This design comes from an exercise in tuning for small area, a short achievable clock period and few clock cycles on the open sky130 flow, not from production work. The RTL was checked by simulation tests, not by an equivalence proof against the original design.

## run a
==> flow/design.v (excerpt) <==
module battery_gauge_level_tracker (
  input  logic        clk_i,
  input  logic        rst_ni,
  input  logic        in_valid_i,
  output logic        in_ready_o,
  input  logic [57:0] in_data_i,
  output logic        out_valid_o,
  input  logic        out_ready_i,
  output logic [10:0] out_data_o
);
  localparam logic [1:0] K_DIV = 2'd0;    
  localparam logic [1:0] K_CONST = 2'd1;  
  localparam logic [1:0] K_KEEP = 2'd2;   
  localparam logic [1:0] K_NOP = 2'd3;    
  logic adv_q;    
  assign in_ready_o = adv_q;
  logic signed [7:0] temp;
  logic [15:0] vin;
  logic [1:0] rng;
  logic [2:0] seed_in;
  assign temp = in_data_i[38:31];
  assign vin = in_data_i[54:39];
  always_comb begin
    if (temp < 8'sd10) rng = 2'd0;
    else if (temp < 8'sd20) rng = 2'd1;
    else if (temp < 8'sd30) rng = 2'd2;
    else rng = 2'd3;
    if (vin > bgl_pkg::VDisL3) seed_in = 3'd4;
    else if (vin > bgl_pkg::VDisL2) seed_in = 3'd3;
    else if (vin > bgl_pkg::VDisL1) seed_in = 3'd2;
    else if (vin > bgl_pkg::VDisL0) seed_in = 3'd1;
    else seed_in = 3'd0;
  end
  logic        s_valid_q;
  logic        chg, nochg, usb;
  logic [1:0]  s_rng_q;
  logic [2:0]  s_seed_q;
  logic [15:0] v, cur;
  logic [14:0] mc;
  always_ff @(posedge clk_i or negedge rst_ni) begin
    if (!rst_ni) s_valid_q <= 1'b0;
    else if (adv_q) s_valid_q <= in_valid_i;
  end
  always_ff @(posedge clk_i) begin
    if (adv_q) begin
      chg <= in_data_i[57]; nochg <= in_data_i[56]; usb <= in_data_i[55];
      v <= vin; s_rng_q <= rng; s_seed_q <= seed_in; cur <= in_data_i[30:15];
      mc <= in_data_i[14:0];
    end
  ...
Settings: LEC_CHECK=0, CAP_MARGIN=20, CORE_MARGIN=2, CORE_UTILIZATION=40, SETUP_SLACK_MARGIN=5, SLEW_MARGIN=20; clock period 12.0 ns.
run.sh (not shown) runs the stock make flow with config.mk's settings and CLKGATE_MAP_FILE= SYNTH_SCRIPT=/design/flow/synth_recipe.tcl, a recipe that flattens the netlist after the stock synthesis.
In summary, run a completed successfully, with a layout that passed the timing, design-rule and antenna checks.
Testbench counts of run a, summed over its fixed seeds: cycles 4,848.
For run b, these inputs were changed with respect to run a:
- SETUP_SLACK_MARGIN removed (was 5)
==> flow/flow/run.sh (new file) <==
#!/bin/bash
# Layout: the standard flow (standard.sh, unchanged synthesis) with two settings changed:
# the port buffers are sky130_fd_sc_hd__buf_4 cells, and timing repair aims for 7.0 ns of
# setup slack at the design's 12 ns period. make's full output goes to layout.log here.
set -euo pipefail
export BUFFER_PORTS_ARGS="-buffer_cell sky130_fd_sc_hd__buf_4"
bash standard.sh SETUP_SLACK_MARGIN=7.0 finish > layout.log 2>&1
==> flow/standard.sh (new file) <==
#!/bin/bash
# synth_recipe.tcl (not shown) runs the flow's synth.tcl, then flattens the netlist and writes it again
# the make line also repeats each setting of config.mk as NAME=value (left out here)
make -C /OpenROAD-flow-scripts/flow DESIGN_CONFIG=/design/flow/config.mk WORK_HOME=/design/flow/orfs CLKGATE_MAP_FILE= SYNTH_SCRIPT=/design/flow/synth_recipe.tcl "${@:-finish}"
removed: flow/run.sh
[summary]
- Run b completed every stage of the flow, and the final layout passed the timing, design-rule and antenna checks.
- On count of multi-input combinational gates, run a and run b are basically level.
- Diff run a..run b | chip width | unchanged
- Summary: with run a as the reference, net count reported at finish in run b moved up by a few percent.
- In run b the post-route non-filler standard cell count turned out about 5% higher than in run a.
- In the flow results for run a and run b, the maximum frequency is smaller on run a.
- In the metrics for run a and run b, the one carrying the lower critical path required time is run a.
- The final reports for run b and run a show critical path depth higher in the former.

---

battery_gauge_level_tracker, a different RTL version from the one above (not shown whole).
Size: roughly 1,700 cells after synthesis, roughly 220 flip-flops, about 75 I/O pins.
## battery_gauge_level_tracker
module battery_gauge_level_tracker (
  input  logic        clk_i,
  input  logic        rst_ni,
  input  logic        in_valid_i,
  output logic        in_ready_o,
  input  logic [57:0] in_data_i,
  output logic        out_valid_o,
  input  logic        out_ready_i,
  output logic [10:0] out_data_o
);
==> flow/config.mk <==
export PLATFORM = sky130hd
export DESIGN_NAME = battery_gauge_level_tracker
export DESIGN_NICKNAME = battery_gauge_level_tracker
export VERILOG_FILES = /design/flow/design.v
export SDC_FILE = /design/flow/constraint.sdc
export NUM_CORES = 4
export LEC_CHECK = 0
export CAP_MARGIN = 20
export CORE_MARGIN = 2
export CORE_UTILIZATION = 40
export CTS_BUF_LIST = sky130_fd_sc_hd__clkbuf_16
export CTS_CLUSTER_DIAMETER = 100
export CTS_CLUSTER_SIZE = 30
export SLEW_MARGIN = 20
==> flow/constraint.sdc <==
create_clock -name core_clock -period 12.0 [get_ports {clk_i}]
set_input_delay 2.4000 -clock core_clock [delete_from_list [all_inputs] [get_ports {clk_i}]]
set_output_delay 2.4000 -clock core_clock [all_outputs]
set_load 0.01 [all_outputs]
standard.sh (not shown) runs the stock make flow with config.mk's settings and CLKGATE_MAP_FILE= SYNTH_SCRIPT=/design/flow/synth_recipe.tcl, a recipe that flattens the netlist after the stock synthesis.
==> flow/flow/run.sh <==
#!/bin/bash
# Layout: the standard flow (standard.sh, unchanged synthesis) with two settings changed:
# the port buffers are sky130_fd_sc_hd__buf_2 cells, and timing repair aims for 6.3 ns of
# setup slack at the design's 12 ns period. make's full output goes to layout.log here.
set -euo pipefail
export BUFFER_PORTS_ARGS="-buffer_cell sky130_fd_sc_hd__buf_2"
bash standard.sh SETUP_SLACK_MARGIN=6.3 finish > layout.log 2>&1
Testbench counts at the start, summed over its fixed seeds: cycles 4,848.
Next try:
==> flow/flow/run.sh (replaced) <==
#!/bin/bash
# Layout: the standard flow (standard.sh, unchanged synthesis) with two settings changed:
# the port buffers are sky130_fd_sc_hd__buf_2 cells, and timing repair aims for 6.4 ns of
# setup slack at the design's 12 ns period. make's full output goes to layout.log here.
set -euo pipefail
export BUFFER_PORTS_ARGS="-buffer_cell sky130_fd_sc_hd__buf_2"
bash standard.sh SETUP_SLACK_MARGIN=6.4 finish > layout.log 2>&1
Design area increases by about 3.2%.
Fmax decreases by 0.68%.
Worst setup slack is worse by 38 ps.
Count of clock-buffer cells in the layout is unchanged.
Next try:
==> flow/flow/run.sh (replaced) <==
#!/bin/bash
# Layout: the standard flow (standard.sh, unchanged synthesis) with two settings changed:
# the port buffers are sky130_fd_sc_hd__buf_2 cells, and timing repair aims for 6.2 ns of
# setup slack at the design's 12 ns period. make's full output goes to layout.log here.
set -euo pipefail
export BUFFER_PORTS_ARGS="-buffer_cell sky130_fd_sc_hd__buf_2"
bash standard.sh SETUP_SLACK_MARGIN=6.2 finish > layout.log 2>&1
Result: Global-route usage shrinks by 0.48 points; fmax falls slightly; wire length goes down by a few percent; die area is unchanged; utilization shrinks by 1.9 points; register-to-register slack loses 70 ps; synthesized cell count stays the same; count of clock-buffer cells in the layout came out lower by 2; non-clock buffer count falls by 36; setup slack got worse by 68 ps.

[port drivers added, routing unchanged]
The results above use ideal ports. As a check the final layouts listed here were re-extracted and re-timed, cells and wires unchanged. Step 1: set_driving_cell puts a clkbuf_16 on clk_i and a buf_2 on each other input, an assumption about the parent block. Step 2, shift: input delay + t, output delay - t, t = (earliest + latest rising clock arrival at the registers) / 2. This alone moves slack from input paths to output paths. Three values: no drivers, after step 1, after step 2; two values: the first two.
run | t, ns | setup WS [ns] | worst data-port slew with drivers (ns)
run a | 0.629 | 5.452 / 5.452 / 5.452 | 0.04
run b | 0.634 | 6.780 / 6.780 / 6.780 | 0.05
the first run of note 2 | 0.545 | 6.457 / 6.457 / 6.457 | 0.05
the second run of note 2 | 0.536 | 6.419 / 6.419 / 6.419 | 0.04
the third run of note 2 | 0.530 | 6.352 / 6.352 / 6.352 | 0.04
After both steps every run listed still meets setup and hold.
